Source: an optimization exercise on an open RTL-to-GDS flow (aim: a short achievable clock period and few clock cycles). Production flows keep margins and buffers that such runs may drop.
Function was checked by simulation only, so behaviour that the tests miss may differ from the original.
Power is estimated from default activity; no workload was simulated.

--- flow/run.sh ---
#!/bin/bash
# synth_recipe.tcl (not shown) runs the flow's synth.tcl, then flattens the netlist and writes it again
# the make line also repeats each setting of config.mk as NAME=value (left out here)
make -C /OpenROAD-flow-scripts/flow DESIGN_CONFIG=/design/flow/config.mk WORK_HOME=/design/flow/orfs CLKGATE_MAP_FILE= SYNTH_SCRIPT=/design/flow/synth_recipe.tcl finish
--- flow/config.mk ---
export PLATFORM = sky130hd
export DESIGN_NAME = qar_lite_top
export DESIGN_NICKNAME = qar_lite_top
export VERILOG_FILES = /design/flow/design.v
export SDC_FILE = /design/flow/constraint.sdc
export NUM_CORES = 4
export LEC_CHECK = 0
export ABC_CLOCK_PERIOD_IN_PS = 2500
export CAP_MARGIN = 20
export CORE_MARGIN = 2
export CORE_UTILIZATION = 40
export GPL_TIMING_DRIVEN = 1
export SETUP_SLACK_MARGIN = 4
export SLEW_MARGIN = 20
--- flow/constraint.sdc ---
create_clock -name core_clock -period 8.0 [get_ports {clk}]
set_input_delay 1.6000 -clock core_clock [delete_from_list [all_inputs] [get_ports {clk}]]
set_output_delay 1.6000 -clock core_clock [all_outputs]
set_load 0.01 [all_outputs]
--- flow/design.v ---
package qar_pkg;
    localparam int xlen       = 32;    
    localparam int reg_addr_w = 5;     
    typedef enum logic [6:0] {
        opc_op     = 7'b0110011,   
        opc_op_imm = 7'b0010011,   
        opc_lui    = 7'b0110111,
        opc_store  = 7'b0100011,   
        opc_branch = 7'b1100011,   
        opc_jal    = 7'b1101111
    } opcode_t;
    typedef enum logic [2:0] {
        alu_add,
        alu_sub,
        alu_and,
        alu_or,
        alu_xor,
        alu_sll,
        alu_srl
    } alu_op_t;
    typedef struct packed {
        logic            valid;
        logic [xlen-1:0] pc;
        logic [xlen-1:0] instr;
    } fetch_pkt_t;
    typedef struct packed {
        logic            valid;
        logic [xlen-1:0] pc;
        logic [xlen-1:0] instr;
        logic [xlen-1:0] rs1_val;
        logic [xlen-1:0] rs2_val;
    } decode_pkt_t;
    typedef struct packed {
        logic                  we;
        logic [reg_addr_w-1:0] rd;
        logic [xlen-1:0]       data;
    } wb_t;
    typedef struct packed {
        logic            taken;
        logic [xlen-1:0] target;
    } redirect_t;
    typedef struct packed {
        logic            valid;
        logic [xlen-1:0] addr;
        logic [xlen-1:0] wdata;
    } store_req_t;
endpackage
module qar_lite_top #(
    parameter logic [31:0] reset_pc = '0
) (
    input  logic        clk,
    input  logic        rst_n,
    output logic        imem_valid,
    output logic [31:0] imem_addr,
    input  logic        imem_ready,
    input  logic [31:0] imem_rdata,
    output logic        mem_valid,
    output logic [31:0] mem_addr,
    output logic [31:0] mem_wdata,
    input  logic        mem_ready
);
    logic        iv_q;           
    logic [31:0] fpc_q;          
    logic        pend_q;         
    logic [31:0] pend_pc_q;
    logic        d_valid_q;
    logic [31:0] d_pc_q;
    logic [31:0] d_ir_q;
    logic        x_valid_q;
    logic [31:0] x_a_q, x_b_q;      
    logic        x_fwd_a_q, x_fwd_b_q;    
    logic [31:0] x_simm_q;          
    logic [4:0]  x_rd_q;
    logic        x_we_q;            
    logic        x_sub_q;
    logic        x_sel_add_q, x_sel_and_q, x_sel_or_q, x_sel_xor_q, x_sel_sll_q, x_sel_srl_q;
    logic        x_br_q, x_bne_q, x_pred_q;
    logic [31:0] x_alt_q;           
    logic        x_st_q;
    logic        w_we_q;
    logic [4:0]  w_rd_q;
    logic [31:0] w_res_q;
    logic [31:0] rf [1:31];
    logic        s0_v_q, s1_v_q;
    logic [31:0] s0_a_q, s0_d_q, s1_a_q, s1_d_q;
    logic [31:0] xa, xb, xb_add, sum, res, st_addr;
    logic        eq, taken, x_mis, stall, st_push;
    logic [31:0] sll_r, srl_r;
    assign xa     = x_fwd_a_q ? w_res_q : x_a_q;
    assign xb     = x_fwd_b_q ? w_res_q : x_b_q;
    assign xb_add = x_sub_q ? ~xb : xb;
    assign sum    = xa + xb_add + {31'd0, x_sub_q};
    assign sll_r  = xa << xb[4:0];
    assign srl_r  = xa >> xb[4:0];
    always_comb begin
        res = 32'd0;
        if (x_sel_add_q) res = res | sum;
        if (x_sel_and_q) res = res | (xa & xb);
        if (x_sel_or_q)  res = res | (xa | xb);
        if (x_sel_xor_q) res = res | (xa ^ xb);
        if (x_sel_sll_q) res = res | sll_r;
        if (x_sel_srl_q) res = res | srl_r;
    end
    assign eq      = (xa == xb);
    assign taken   = x_bne_q ? !eq : eq;
    assign x_mis   = x_valid_q && x_br_q && (taken != x_pred_q);
    assign st_addr = xa + x_simm_q;
    assign stall   = x_valid_q && x_st_q && s1_v_q;
    assign st_push = x_valid_q && x_st_q && !s1_v_q;
    logic [6:0]  op;
    logic [2:0]  f3;
    logic [6:0]  f7;
    logic [4:0]  rs1, rs2, rd;
    logic        is_op, op_ok, is_addi, is_lui, is_sw, is_br, is_jal, writes;
    logic [31:0] imm_i, imm_s, imm_b, imm_j, imm_u;
    logic [31:0] pc4, target;
    logic        pred, d_redir;
    logic [31:0] rv1, rv2;
    assign op  = d_ir_q[6:0];
    assign f3  = d_ir_q[14:12];
    assign f7  = d_ir_q[31:25];
    assign rs1 = d_ir_q[19:15];
    assign rs2 = d_ir_q[24:20];
    assign rd  = d_ir_q[11:7];
    assign imm_i = {{20{d_ir_q[31]}}, d_ir_q[31:20]};
    assign imm_s = {{20{d_ir_q[31]}}, d_ir_q[31:25], d_ir_q[11:7]};
    assign imm_b = {{20{d_ir_q[31]}}, d_ir_q[7], d_ir_q[30:25], d_ir_q[11:8], 1'b0};
    assign imm_j = {{12{d_ir_q[31]}}, d_ir_q[19:12], d_ir_q[20], d_ir_q[30:21], 1'b0};
    assign imm_u = {d_ir_q[31:12], 12'b0};
    assign is_op   = (op == 7'b0110011);
    assign is_addi = (op == 7'b0010011) && (f3 == 3'b000);
    assign is_lui  = (op == 7'b0110111);
    assign is_sw   = (op == 7'b0100011) && (f3 == 3'b010);
    assign is_br   = (op == 7'b1100011) && (f3[2:1] == 2'b00);
    assign is_jal  = (op == 7'b1101111);
    always_comb begin
        case (f3)
            3'b000:                         op_ok = (f7 == 7'b0000000) || (f7 == 7'b0100000);
            3'b111, 3'b110, 3'b100,
            3'b001, 3'b101:                 op_ok = (f7 == 7'b0000000);
            default:                        op_ok = 1'b0;
        endcase
    end
    assign writes = ((is_op && op_ok) || is_addi || is_lui || is_jal) && (rd != 5'd0);
    assign pred    = f3[0] ? (rs1 != rs2) : (rs1 == rs2);
    assign pc4     = d_pc_q + 32'd4;
    assign target  = d_pc_q + (is_jal ? imm_j : imm_b);
    assign d_redir = d_valid_q && !stall && (is_jal || (is_br && pred));
    function automatic logic [31:0] rd_reg(input logic [4:0] idx);
        if (idx == 5'd0)
            rd_reg = 32'd0;
        else if (w_we_q && w_rd_q == idx)
            rd_reg = w_res_q;
        else
            rd_reg = rf[idx];
    endfunction
    assign rv1 = rd_reg(rs1);
    assign rv2 = rd_reg(rs2);
    logic        xfer, redir, accept;
    logic [31:0] redir_pc;
    assign xfer     = iv_q && imem_ready;
    assign redir    = x_mis || d_redir;
    assign redir_pc = x_mis ? x_alt_q : target;
    assign accept   = xfer && !redir && !pend_q && !stall;
    always_ff @(posedge clk or negedge rst_n) begin
        if (!rst_n) begin
            iv_q      <= 1'b0;
            fpc_q     <= reset_pc;
            pend_q    <= 1'b0;
            pend_pc_q <= reset_pc;
        end else begin
            iv_q <= 1'b1;
            if (xfer) begin
                pend_q <= 1'b0;
                if (redir)
                    fpc_q <= redir_pc;
                else if (pend_q)
                    fpc_q <= pend_pc_q;
                else if (!stall)
                    fpc_q <= fpc_q + 32'd4;
            end else if (redir) begin
                pend_q    <= 1'b1;
                pend_pc_q <= redir_pc;
            end
        end
    end
    always_ff @(posedge clk or negedge rst_n) begin
        if (!rst_n) begin
            d_valid_q <= 1'b0;
            x_valid_q <= 1'b0;
            w_we_q    <= 1'b0;
        end else if (!stall) begin
            d_valid_q <= accept;
            x_valid_q <= d_valid_q && !x_mis;
            w_we_q    <= x_valid_q && x_we_q;
        end
    end
    always_ff @(posedge clk) begin
        if (!stall) begin
            d_ir_q <= imem_rdata;
            d_pc_q <= fpc_q;
            x_a_q       <= (is_lui || is_jal) ? 32'd0 : rv1;
            x_b_q       <= is_addi ? imm_i : is_lui ? imm_u : is_jal ? pc4 : rv2;
            x_fwd_a_q   <= !(is_lui || is_jal) && (rs1 != 5'd0) && x_valid_q && x_we_q
                           && (x_rd_q == rs1);
            x_fwd_b_q   <= !(is_lui || is_jal || is_addi) && (rs2 != 5'd0) && x_valid_q
                           && x_we_q && (x_rd_q == rs2);
            x_simm_q    <= imm_s;
            x_rd_q      <= rd;
            x_we_q      <= writes;
            x_sub_q     <= is_op && f3 == 3'b000 && f7[5];
            x_sel_add_q <= (is_op && f3 == 3'b000) || !is_op;
            x_sel_and_q <= is_op && f3 == 3'b111;
            x_sel_or_q  <= is_op && f3 == 3'b110;
            x_sel_xor_q <= is_op && f3 == 3'b100;
            x_sel_sll_q <= is_op && f3 == 3'b001;
            x_sel_srl_q <= is_op && f3 == 3'b101;
            x_br_q      <= is_br;
            x_bne_q     <= f3[0];
            x_pred_q    <= pred;
            x_alt_q     <= pred ? pc4 : target;
            x_st_q      <= is_sw;
            w_rd_q  <= x_rd_q;
            w_res_q <= res;
        end
    end
    always_ff @(posedge clk) begin
        if (w_we_q)
            rf[w_rd_q] <= w_res_q;
    end
    always_ff @(posedge clk or negedge rst_n) begin
        if (!rst_n) begin
            s0_v_q <= 1'b0;
            s1_v_q <= 1'b0;
        end else if (!s0_v_q || mem_ready) begin
            if (s1_v_q) begin
                s0_v_q <= 1'b1;
                s1_v_q <= 1'b0;
            end else begin
                s0_v_q <= st_push;
            end
        end else if (st_push) begin
            s1_v_q <= 1'b1;
        end
    end
    always_ff @(posedge clk) begin
        if (!s0_v_q || mem_ready) begin
            if (s1_v_q) begin
                s0_a_q <= s1_a_q;
                s0_d_q <= s1_d_q;
            end else begin
                s0_a_q <= st_addr;
                s0_d_q <= xb;
            end
        end else if (st_push) begin
            s1_a_q <= st_addr;
            s1_d_q <= xb;
        end
    end
    assign imem_valid = iv_q;
    assign imem_addr  = fpc_q;
    assign mem_valid  = s0_v_q;
    assign mem_addr   = s0_a_q;
    assign mem_wdata  = s0_d_q;
endmodule
==> results by group, run 1 <==
Global routing
  • Largest net degree at the start of global routing: 136
  • Initial antenna violation count: 5
  • Grt total ovfl: 0
  • First-pass GRT wire length: 384,000 microns
  • Total GRT Usage: 0.281
  • Number of global-route vias before repair: 50,364

CTS
  • CTS Buf Count: 154
  • Clock-pin slew on the worst setup and hold paths: 60 ps
  • CTS sink cnt: 1,419
  • CTS root buf: clkbuf_16
  • Worst-Skew Late Latency: 840 ps
  • CTS H-tree lvls: 4
  • Max Buffers Root-to-Sink: 3
  • CTS tree: done

Cells and area
  • Util after Layout: 0.465
  • Largest register FFs: 992
  • Synth-to-layout area growth: 15.6%
  • NumNets Final: 5,710
  • Top reg by flops: rf
  • Share of cells above drive strength 1: 0.228

Power and ir drop
  • Peak VDD IR: 0.000200 V
  • Lkg Pwr: 30.2 nW
  • Pwr dens: 251 nW/um^2

STA
  • Clk_skew: 40.3 ps
  • Worst-margin pin slew: 1150 ps
  • Tmin final: 4160 ps
  • Final hold vios: 0
  • Count of final max-slew check failures: 0
  • Fmax: 240 MHz
  • Setup TNS: 0 ps
  • RSZ-0062 raised after global routing: yes
  • Crit share post-route: 0.520
  • Setup violators final: 0
  • Max-slew headroom: 0.231

Critical path
  • Critical Path End Type: flip-flop
  • Critical path class: reg2reg
  • Req. time, crit path: 8550 ps
  • CP Data Arrival Time: 4710 ps
  • CP startpoint kind: flip-flop
  • Max Fanout on Critical Path: 47

Route
  • Routed wire length: 275,000 microns
  • Vias: 52,133
  • DRC: 0
  • Post-route ant nets: 0
  • Iteration-0 DRC Markers: 6,976
  • Wire per inst: 33.8 microns
  • Via-to-Cell Ratio: 6.41
  • Initial DRT Pass Iterations: 7

Die
  • Die W: 438 microns
  • Num ports: 134
  • Die ar.: 192,000 sq um
  • Chip Height: 438 microns
  • # rows: 159
  • Total core area: 187,000 sq um
  • Starting Density: 0.402

Logic synthesis
  • Post-Syn Area per Cell: 14.1 sq um
  • Top_reg_cell synth: edfxtp_1
  • #FFs+latches synth: 1,419
  • Synth warn: 1
  • Compound-gate portion of the synthesized area: 0.0901
  • Synth top area share: 0.535
  • Post-synthesis cell area: 75,400 sq um
  • Simple-gate share of the synthesized area: 0.0618
  • Async set or reset register ratio after synthesis: 0.0500
  • Largest family of logic cells by synthesized area: multiplexers
  • XOR/XNOR Fraction of Synth Area: 0.0246
  • Dominant cells by area after synthesis: edfxtp_1 54%, mux4_2 15%, mux2i_1 4.9%
  • Syn nets: 5,541
  • Synth Instances: 5,344
  • Post-synth EDFFs: 1,343
  • Mux cell area share after synthesis: 0.210
  • Register area share after synthesis: 0.560
  • Largest area contributor in the netlist: edfxtp_1
  • Distinct cells, synth: 93
  • Synth Area in Adders: 0.0270

Worst hold path
  • HP Class: reg2reg

Placed design
  • HPWL after DPL: 172,000 microns
  • IO buf count: 133
  • Gp weighted congestion: 1.06

Run
  • Max-cap violations: 0

Status
  • Status: no timing/DRC/antenna violations
worst paths after layout:
kind	startpoint	end	slack [ps]	cells past startpoint
worst max-delay path	x_fwd_b_q$_DFFE_PN_	w_res_q[31]$_DFFE_PN_	3840	14
worst min-delay path	pend_pc_q[4]$_DFFE_PN0P_	pend_pc_q[4]$_DFFE_PN0P_	480	2
worst max register to register	x_fwd_b_q$_DFFE_PN_	w_res_q[31]$_DFFE_PN_	3840	14
worst min register to register	pend_pc_q[4]$_DFFE_PN0P_	pend_pc_q[4]$_DFFE_PN0P_	480	2
max in group asynchronous	rst_n	s1_v_q$_DFFE_PN0P_	6350	1
min in group asynchronous	rst_n	fpc_q[23]$_DFFE_PN0P_	930	1
metal layers:
layer,wire length [microns],track usage,vias up
met3,26800,0.0556,543
met5,34,0,-
met4,13100,0.123,4
met2,123000,0.427,2987
li1,-,-,21564
met1,112000,0.392,27035
critical path: stages, from the launching register on:
cell and delay [ps]:
edfxtp_1 430, buf_6 150, buf_4 140, buf_4 150
mux2i_4 200, buf_4 170, clkinv_2 160, buf_8 380
mux2_2 480, nor2_1 150, a21oi_2 110, mux2i_1 490
a21oi_1 280, a21oi_1 440, nand3_1 120
timing repair:
action,4_1_cts,5_1_grt
cloned,6,3
buffers inserted,70,31
hold buffers,0,0
setup endpoints to repair,162,112
pin swaps,14,27
gates resized for setup,116,117
where the power goes:
part | switching [W] | internal (W)
registers | 0.000475 | 0.00927
clock network | 0.00310 | 0.00401
logic | 0.00321 | 0.00182
total | 0.00678 | 0.0151
layout by cell type (no fill, tap or decap), types with 54 or more instances in the layout:
cell type	n
a211oi_1	146
nor2_1	381
a21oi_1	307
edfxtp_1	1343
buf_4	184
nand2_1	311
xor2_1	71
clkdlybuf4s50_1	132
mux4_2	488
o21ai_0	215
dfrtp_1	70
mux2i_1	329
mux2_2	93
clkbuf_16	157
inv_1	92
nand3_1	54
o22ai_1	62
xnor2_1	132
ha_1	151
a21o_1	62
cell type report:
cell class | instances | area, sq um
flip-flops and latches | 1419 | 42200
inverters | 108 | 425
diodes | 3 | 7.51
multi-input cells | 3442 | 32400
clock buffers | 195 | 4040
repair buffers | 388 | 3930
fillers | 16292 | 100000
clock inverters | 83 | 911
well taps | 2495 | 3120
metrics by stage:
| step | hold slack (ps) | instances | setup WS (ps) | total power (W) | cell area, sq um |
|---|---|---|---|---|---|
| 3_3_place_gp | 465 | 7736 | 2370 | 0.0142 | 79800 |
| 3_5_place_dp | 466 | 7742 | 2260 | 0.0143 | 80000 |
| 4_1_cts | 479 | 8096 | 3950 | 0.0217 | 86200 |
| 5_1_grt | 510 | 8130 | 3920 | 0.0225 | 87100 |
| 2_1_floorplan | 441 | 5344 | 3810 | 0.0123 | 75500 |
| 6_report | 479 | 8133 | 3840 | 0.0219 | 87100 |
cells by family (layout without fill, tap and decap cells):
family | Yosys count | in the layout
simple gates | 1045 | 1046
xor+xnor | 212 | 212
other cells | 1 | 4
flops | 1419 | 1419
compound gates | 1064 | 1065
mux | 957 | 957
fa+ha+maj | 161 | 161
buf+inv | 485 | 774
Yosys cell counts (all sizes together), types with 66 or more instances:
library cell / count
buf: 131
ha: 158
nor2: 417
inv: 106
clkbuf: 246
nand2: 313
a211oi: 156
o22ai: 66
mux2: 98
dfrtp: 71
xnor2: 138
a21oi: 315
o21ai: 226
mux4: 488
mux2i: 371
xor2: 74
edfxtp: 1343
Testbench counts, summed over its fixed seeds: cycles 32,270.
==> run 2, diff against run 1 <==
--- a/flow/design.v
+++ b/flow/design.v
@@ -67,19 +67,20 @@
     logic [31:0] d_pc_q;
     logic [31:0] d_ir_q;
     logic        x_valid_q;
-    logic [31:0] x_a_q, x_b_q;      
-    logic        x_fwd_a_q, x_fwd_b_q;    
-    logic [31:0] x_simm_q;          
+    logic [31:0] x_a_q, x_b_q;           
+    logic        x_fwd_a_q, x_fwd_b_q;   
+    logic [31:0] x_simm_q;               
     logic [4:0]  x_rd_q;
-    logic        x_we_q;            
+    logic        x_we_q;                 
     logic        x_sub_q;
     logic        x_sel_add_q, x_sel_and_q, x_sel_or_q, x_sel_xor_q, x_sel_sll_q, x_sel_srl_q;
     logic        x_br_q, x_bne_q, x_pred_q;
-    logic [31:0] x_alt_q;           
+    logic [31:0] x_alt_q;                
     logic        x_st_q;
+    logic [31:0] w_res_q;
     logic        w_we_q;
     logic [4:0]  w_rd_q;
-    logic [31:0] w_res_q;
+    logic [31:0] r_res_q;
     logic [31:0] rf [1:31];
     logic        s0_v_q, s1_v_q;
     logic [31:0] s0_a_q, s0_d_q, s1_a_q, s1_d_q;
@@ -89,9 +90,10 @@
     assign xa     = x_fwd_a_q ? w_res_q : x_a_q;
     assign xb     = x_fwd_b_q ? w_res_q : x_b_q;
     assign xb_add = x_sub_q ? ~xb : xb;
-    assign sum    = xa + xb_add + {31'd0, x_sub_q};
     assign sll_r  = xa << xb[4:0];
     assign srl_r  = xa >> xb[4:0];
+    qar_add32 u_alu_add (.a(xa), .b(xb_add), .cin(x_sub_q), .s(sum));
+    qar_add32 u_st_add  (.a(xa), .b(x_simm_q), .cin(1'b0), .s(st_addr));
     always_comb begin
         res = 32'd0;
         if (x_sel_add_q) res = res | sum;
@@ -101,10 +103,9 @@
         if (x_sel_sll_q) res = res | sll_r;
         if (x_sel_srl_q) res = res | srl_r;
     end
-    assign eq      = (xa == xb);
-    assign taken   = x_bne_q ? !eq : eq;
-    assign x_mis   = x_valid_q && x_br_q && (taken != x_pred_q);
-    assign st_addr = xa + x_simm_q;
+    assign eq    = (xa == xb);
+    assign taken = x_bne_q ? !eq : eq;
+    assign x_mis = x_valid_q && x_br_q && (taken != x_pred_q);
     assign stall   = x_valid_q && x_st_q && s1_v_q;
     assign st_push = x_valid_q && x_st_q && !s1_v_q;
     logic [6:0]  op;
@@ -114,7 +115,7 @@
     logic        is_op, op_ok, is_addi, is_lui, is_sw, is_br, is_jal, writes;
     logic [31:0] imm_i, imm_s, imm_b, imm_j, imm_u;
     logic [31:0] pc4, target;
-    logic        pred, d_redir;
+    logic        pred;
     logic [31:0] rv1, rv2;
     assign op  = d_ir_q[6:0];
     assign f3  = d_ir_q[14:12];
@@ -142,26 +143,35 @@
         endcase
     end
     assign writes = ((is_op && op_ok) || is_addi || is_lui || is_jal) && (rd != 5'd0);
-    assign pred    = f3[0] ? (rs1 != rs2) : (rs1 == rs2);
-    assign pc4     = d_pc_q + 32'd4;
-    assign target  = d_pc_q + (is_jal ? imm_j : imm_b);
-    assign d_redir = d_valid_q && !stall && (is_jal || (is_br && pred));
+    assign pred   = f3[0] ? (rs1 != rs2) : (rs1 == rs2);
+    assign pc4    = d_pc_q + 32'd4;
+    assign target = d_pc_q + imm_b;
     function automatic logic [31:0] rd_reg(input logic [4:0] idx);
         if (idx == 5'd0)
             rd_reg = 32'd0;
         else if (w_we_q && w_rd_q == idx)
-            rd_reg = w_res_q;
+            rd_reg = r_res_q;
         else
             rd_reg = rf[idx];
     endfunction
     assign rv1 = rd_reg(rs1);
     assign rv2 = rd_reg(rs2);
-    logic        xfer, redir, accept;
-    logic [31:0] redir_pc;
-    assign xfer     = iv_q && imem_ready;
-    assign redir    = x_mis || d_redir;
-    assign redir_pc = x_mis ? x_alt_q : target;
-    assign accept   = xfer && !redir && !pend_q && !stall;
+    logic        xfer, accept, f_jal, f_br, f_taken;
+    logic [31:0] f_imm_b, f_imm_j, f_tgt_b, f_tgt_j, f_seq;
+    assign xfer   = iv_q && imem_ready;
+    assign accept = xfer && !x_mis && !pend_q && !stall;
+    assign f_jal   = (imem_rdata[6:0] == 7'b1101111);
+    assign f_br    = (imem_rdata[6:0] == 7'b1100011) && (imem_rdata[14:13] == 2'b00) &&
+                     (imem_rdata[12] ? (imem_rdata[19:15] != imem_rdata[24:20])
+                                     : (imem_rdata[19:15] == imem_rdata[24:20]));
+    assign f_taken = f_jal || f_br;
+    assign f_imm_b = {{20{imem_rdata[31]}}, imem_rdata[7], imem_rdata[30:25],
+                      imem_rdata[11:8], 1'b0};
+    assign f_imm_j = {{12{imem_rdata[31]}}, imem_rdata[19:12], imem_rdata[20],
+                      imem_rdata[30:21], 1'b0};
+    qar_add32 u_tgt_b (.a(fpc_q), .b(f_imm_b), .cin(1'b0), .s(f_tgt_b));
+    qar_add32 u_tgt_j (.a(fpc_q), .b(f_imm_j), .cin(1'b0), .s(f_tgt_j));
+    assign f_seq = fpc_q + 32'd4;
     always_ff @(posedge clk or negedge rst_n) begin
         if (!rst_n) begin
             iv_q      <= 1'b0;
@@ -172,15 +182,15 @@
             iv_q <= 1'b1;
             if (xfer) begin
                 pend_q <= 1'b0;
-                if (redir)
-                    fpc_q <= redir_pc;
+                if (x_mis)
+                    fpc_q <= x_alt_q;
                 else if (pend_q)
                     fpc_q <= pend_pc_q;
                 else if (!stall)
-                    fpc_q <= fpc_q + 32'd4;
-            end else if (redir) begin
+                    fpc_q <= f_jal ? f_tgt_j : f_br ? f_tgt_b : f_seq;
+            end else if (x_mis) begin
                 pend_q    <= 1'b1;
-                pend_pc_q <= redir_pc;
+                pend_pc_q <= x_alt_q;
             end
         end
     end
@@ -189,10 +199,12 @@
             d_valid_q <= 1'b0;
             x_valid_q <= 1'b0;
             w_we_q    <= 1'b0;
-        end else if (!stall) begin
-            d_valid_q <= accept;
-            x_valid_q <= d_valid_q && !x_mis;
-            w_we_q    <= x_valid_q && x_we_q;
+        end else begin
+            if (!stall) begin
+                d_valid_q <= accept;
+                x_valid_q <= d_valid_q && !x_mis;
+            end
+            w_we_q <= x_valid_q && x_we_q;
         end
     end
     always_ff @(posedge clk) begin
@@ -220,13 +232,20 @@
             x_pred_q    <= pred;
             x_alt_q     <= pred ? pc4 : target;
             x_st_q      <= is_sw;
-            w_rd_q  <= x_rd_q;
-            w_res_q <= res;
-        end
+        end else begin
+            x_a_q     <= xa;
+            x_b_q     <= xb;
+            x_fwd_a_q <= 1'b0;
+            x_fwd_b_q <= 1'b0;
+        end
+        w_res_q <= res;
+        w_rd_q  <= x_rd_q;
+        if (x_valid_q && x_we_q)
+            r_res_q <= res;
     end
     always_ff @(posedge clk) begin
         if (w_we_q)
-            rf[w_rd_q] <= w_res_q;
+            rf[w_rd_q] <= r_res_q;
     end
     always_ff @(posedge clk or negedge rst_n) begin
         if (!rst_n) begin
@@ -263,3 +282,31 @@
     assign mem_addr   = s0_a_q;
     assign mem_wdata  = s0_d_q;
 endmodule
+module qar_add32 (
+    input  logic [31:0] a,
+    input  logic [31:0] b,
+    input  logic        cin,
+    output logic [31:0] s
+);
+    logic [31:0] p;
+    logic [31:0] g [0:5];
+    logic [31:0] t [0:5];
+    assign p = a ^ b;
+    assign g[0] = (a & b) | {31'd0, p[0] & cin};
+    assign t[0] = {p[31:1], 1'b0};
+    genvar l, i;
+    generate
+        for (l = 0; l < 5; l++) begin : g_lvl
+            for (i = 0; i < 32; i++) begin : g_bit
+                if (i >= (1 << l)) begin : g_op
+                    assign g[l+1][i] = g[l][i] | (t[l][i] & g[l][i - (1 << l)]);
+                    assign t[l+1][i] = t[l][i] & t[l][i - (1 << l)];
+                end else begin : g_pass
+                    assign g[l+1][i] = g[l][i];
+                    assign t[l+1][i] = t[l][i];
+                end
+            end
+        end
+    endgenerate
+    assign s = p ^ {g[5][30:0], cin};
+endmodule
--- a/flow/config.mk
+++ b/flow/config.mk
@@ -10,5 +10,5 @@
 export CORE_MARGIN = 2
 export CORE_UTILIZATION = 40
 export GPL_TIMING_DRIVEN = 1
-export SETUP_SLACK_MARGIN = 4
+export SETUP_SLACK_MARGIN = 5
 export SLEW_MARGIN = 20
==> run 2 against run 1 <==
Net effect:
- critical path depth increased by 3
- non-clock buffer count increased by 529
- clock power increased by 3.5%
- first-iteration DRC count increased by 23%
- sequential power decreased by 6.8%
==> results by group, run 2 <==
Route
  • Iteration-0 DRC Markers: 8,574 (+23%)
  • Post-route ant nets: 0 (unchanged)
  • Via-to-Cell Ratio: 6.46 (+0.81%)
  • Vias: 58,600 (+12%)
  • Initial DRT Pass Iterations: 8 (+1)
  • Wire per inst: 33.1 microns (-2.1%)
  • DRC: 0 (unchanged)
  • Routed wire length: 300,000 microns (+9.2%)

STA
  • Count of final max-slew check failures: 0 (unchanged)
  • RSZ-0062 raised after global routing: yes
  • Worst hold slack: 512 ps (+32.9 ps)
  • Fmax: 247 MHz (+2.8%)
  • Setup TNS: 0 ps (unchanged)
  • Tmin final: 4050 ps (-115 ps)
  • Clk_skew: 45.7 ps (+5.41 ps)
  • Worst-margin pin slew: 1130 ps (-18.3 ps)
  • Final hold vios: 0 (unchanged)
  • Max-slew headroom: 0.245 (+0.0141)
  • Crit share post-route: 0.506 (-0.0143)
  • Setup violators final: 0 (unchanged)

CTS
  • CTS Buf Count: 157 (+1.9%)
  • CTS sink cnt: 1,456 (+2.6%)
  • Clock-pin slew on the worst setup and hold paths: 60 ps (about the same)
  • Max Buffers Root-to-Sink: 3 (unchanged)
  • CTS tree: done
  • Worst-Skew Late Latency: 840 ps (about the same)
  • CTS root buf: clkbuf_16
  • CTS H-tree lvls: 4 (unchanged)

Logic synthesis
  • Post-synth EDFFs: 1,272 (-5.3%)
  • Synth warn: 4 (+3)
  • Syn nets: 5,949 (+7.4%)
  • #FFs+latches synth: 1,456 (+2.6%)
  • Post-synthesis cell area: 77,900 sq um (+3.4%)
  • Distinct cells, synth: 100 (+7.5%)
  • Largest area contributor in the netlist: edfxtp_1
  • Top_reg_cell synth: edfxtp_1
  • Post-Syn Area per Cell: 13.6 sq um (-3.2%)
  • Count leader, synth: edfxtp_1
  • Dominant cells by area after synthesis: edfxtp_1 49%, mux4_2 16%, ha_1 3.2%
  • Synth top area share: 0.490 (-0.0448)
  • Top post-synthesis cells by count: 1,272 x edfxtp_1, 558 x mux4_2, 431 x a21oi_1
  • Async set or reset register ratio after synthesis: 0.0488 (-0.00127)
  • Synth Instances: 5,707 (+6.8%)
  • Register area share after synthesis: 0.542 (-0.0178)

Status
  • Status: no timing/DRC/antenna violations

Die
  • Die W: 445 microns (+1.7%)
  • Starting Density: 0.404 (+0.00151)
  • Die ar.: 198,000 sq um (+3.3%)
  • Num ports: 134 (unchanged)
  • Chip Height: 445 microns (+1.7%)
  • Total core area: 193,000 sq um (+3.0%)
  • # rows: 161 (+1.3%)

Cells and area
  • Filler instances: 15,699 (-3.6%)
  • Cell area after layout: 101,000 sq um (+16%)
  • Commonest non-fill, non-tap cell in the layout: edfxtp_1
  • Largest register FFs: 992 (unchanged)
  • Share of cells above drive strength 1: 0.402 (+0.174)
  • NumNets Final: 6,650 (+16%)
  • Fin cells: 9,068 (+11%)
  • Most frequent cells in the layout: 1,272 x edfxtp_1, 558 x mux4_2, 456 x buf_4
  • Synth-to-layout area growth: 29.8%
  • Top reg by flops: rf
  • Register area: 42,300 sq um (+0.23%)
  • Multi-input logic area: 39,300 sq um (+21%)

Critical path
  • Critical Path End Type: flip-flop
  • Critical path class: reg2reg
  • Req. time, crit path: 8710 ps (+160 ps)
  • CP startpoint kind: flip-flop
  • Max Fanout on Critical Path: 8 (-83%)
  • CP Data Arrival Time: 4750 ps (+40 ps)

Placed design
  • HPWL after DPL: 170,000 microns (-1.1%)
  • Placed Area: 83,300 sq um (+4.2%)
  • Placed insts: 8,121 (+4.9%)
  • IO buf count: 133 (unchanged)
  • Gp weighted congestion: 1.02 (-4.3%)

Global routing
  • Initial antenna violation count: 9 (+4)
  • Largest net degree at the start of global routing: 71 (-48%)
  • Grt total ovfl: 0 (unchanged)
  • First-pass GRT wire length: 413,000 microns (+7.5%)
  • Total GRT Usage: 0.291 (+0.00990)
  • Number of global-route vias before repair: 55,412 (+10%)

Power and ir drop
  • Pwr dens: 226 nW/um^2 (-10%)
  • Peak VDD IR: 0.000240 V (+20%)
  • Pwr Total: 0.0228 W (+4.2%)
  • Lkg Pwr: 35.6 nW (+18%)

Worst hold path
  • HP Class: reg2reg

Run
  • Max-cap violations: 0 (unchanged)
[run 2: worst paths after layout]
kind                                             end  slack (ps)                   from  cells past startpoint
max                            fpc_q[24]$_DFFE_PN0P_        3950   x_fwd_b_q$_SDFF_PP0_                     17
min                        pend_pc_q[25]$_DFFE_PN0P_         510  x_alt_q[25]$_DFFE_PN_                      2
max reg2reg                    fpc_q[24]$_DFFE_PN0P_        3950   x_fwd_b_q$_SDFF_PP0_                     17
min reg2reg                pend_pc_q[25]$_DFFE_PN0P_         510  x_alt_q[25]$_DFFE_PN_                      2
max in group asynchronous      fpc_q[24]$_DFFE_PN0P_        6460                  rst_n                      2
min in group asynchronous             iv_q$_DFF_PN0_         560                  rst_n                      1
[run 2: power by group]
| part | internal [W] | switching [W] |
|---|---|---|
| Combinational | 0.00283 | 0.00353 |
| Sequential | 0.00865 | 0.000440 |
| Clock | 0.00413 | 0.00323 |
[run 2: worst max-delay path, cell delays in order, from the launching register on]
cell and delay [ps]:
dfxtp_4 430, buf_12 140, buf_12 140, buf_6 140
mux2i_4 260, ha_1 310, nor4_4 320, nand4_1 340
nor2_4 340, xnor2_4 130, and3_4 230, buf_6 120
nor4_4 210, buf_4 180, buf_8 130, o311ai_0 160
a221oi_2 240, nor3_1 70
[run 2: metrics by stage]
| stage | utilization | setup slack (ps) |
|---|---|---|
| after floorplan | - | 3810 |
| after global placement | 0.431 | 2340 |
| after detailed placement | 0.432 | 2300 |
| after CTS | 0.502 | 4120 |
| after global routing | 0.524 | 4000 |
| final | 0.524 | 3950 |
[run 2: metal layers]
layer  up-vias  GRT usage  routed length [microns]
met2      3818      0.447                   135000
met3       889     0.0668                    33300
li1      23969          -                        -
met1     29916      0.382                   112000
met5         -          0                       40
met4         8      0.161                    20200
[run 2: timing repair]
item,4_1_cts,5_1_grt
endpoints found under the hold margin,0,0
setup buffers,362,207
resized for setup,1326,463
gates cloned,52,18
pin swaps,237,242
endpoints found under the setup margin,629,530
hold buffers,0,0
[run 2: layout make-up]
| class | instances | area share |
|---|---|---|
| multi-input combinational | 3721 | 0.389 |
| inverter | 154 | 0.00653 |
| clock buffer | 201 | 0.0418 |
| timing repair buffer | 917 | 0.104 |
| timing repair inverter | 1 | 0.0000866 |
| antenna | 4 | 0.0000990 |
| clock inverter | 88 | 0.00915 |
| sequential | 1456 | 0.419 |
| tap | 2526 | 0.0313 |
[run 2: cells by family (layout without fill, tap and decap cells)]
kind of cell,after synthesis,count (layout),share of synthesized area
DFF,1456,1456,0.542
AOI/OAI and AO/OA,1241,1241,0.0992
and+or+nand+nor,1151,1157,0.0656
muxes,861,861,0.202
buffers and inverters,536,1361,0.0283
xor gates and xnor gates,255,255,0.0289
adders and majority gates,206,206,0.0336
other,1,5,0.0000481
Testbench counts of run 2, summed over its fixed seeds: cycles 28,644.

-- afterwards: timing with drivers on the ports --
No port has a modelled driver above. Below, the same layouts with a new extraction and two added sets of constraints.
Step 1 sets driving cells, clkbuf_16 on the clock port and buf_2 on the other inputs (assumed; they add their load-dependent delay and slew).
Step 2 adds t to the input delays and takes it off the output delays; t is the mean of the earliest and latest rising clock arrival at the registers after step 1. Input paths then give back, and output paths get back, about the clock's delay inside the block.
Three values: no drivers, after step 1, after step 2; two values: the first two.
run	t, ns	setup WS [ns]	worst register clock-pin slew, ns	cell pins on the clock port's net
run 1	0.911	3.840 / 3.840 / 3.840	0.07 / 0.07	1
run 2	0.905	3.955 / 3.955 / 3.419	0.07 / 0.07	1
After both steps every run listed still meets setup and hold. The setup slack of run 2, which loses most, moves by 0.000 ns with the drivers and by -0.536 ns with both steps.
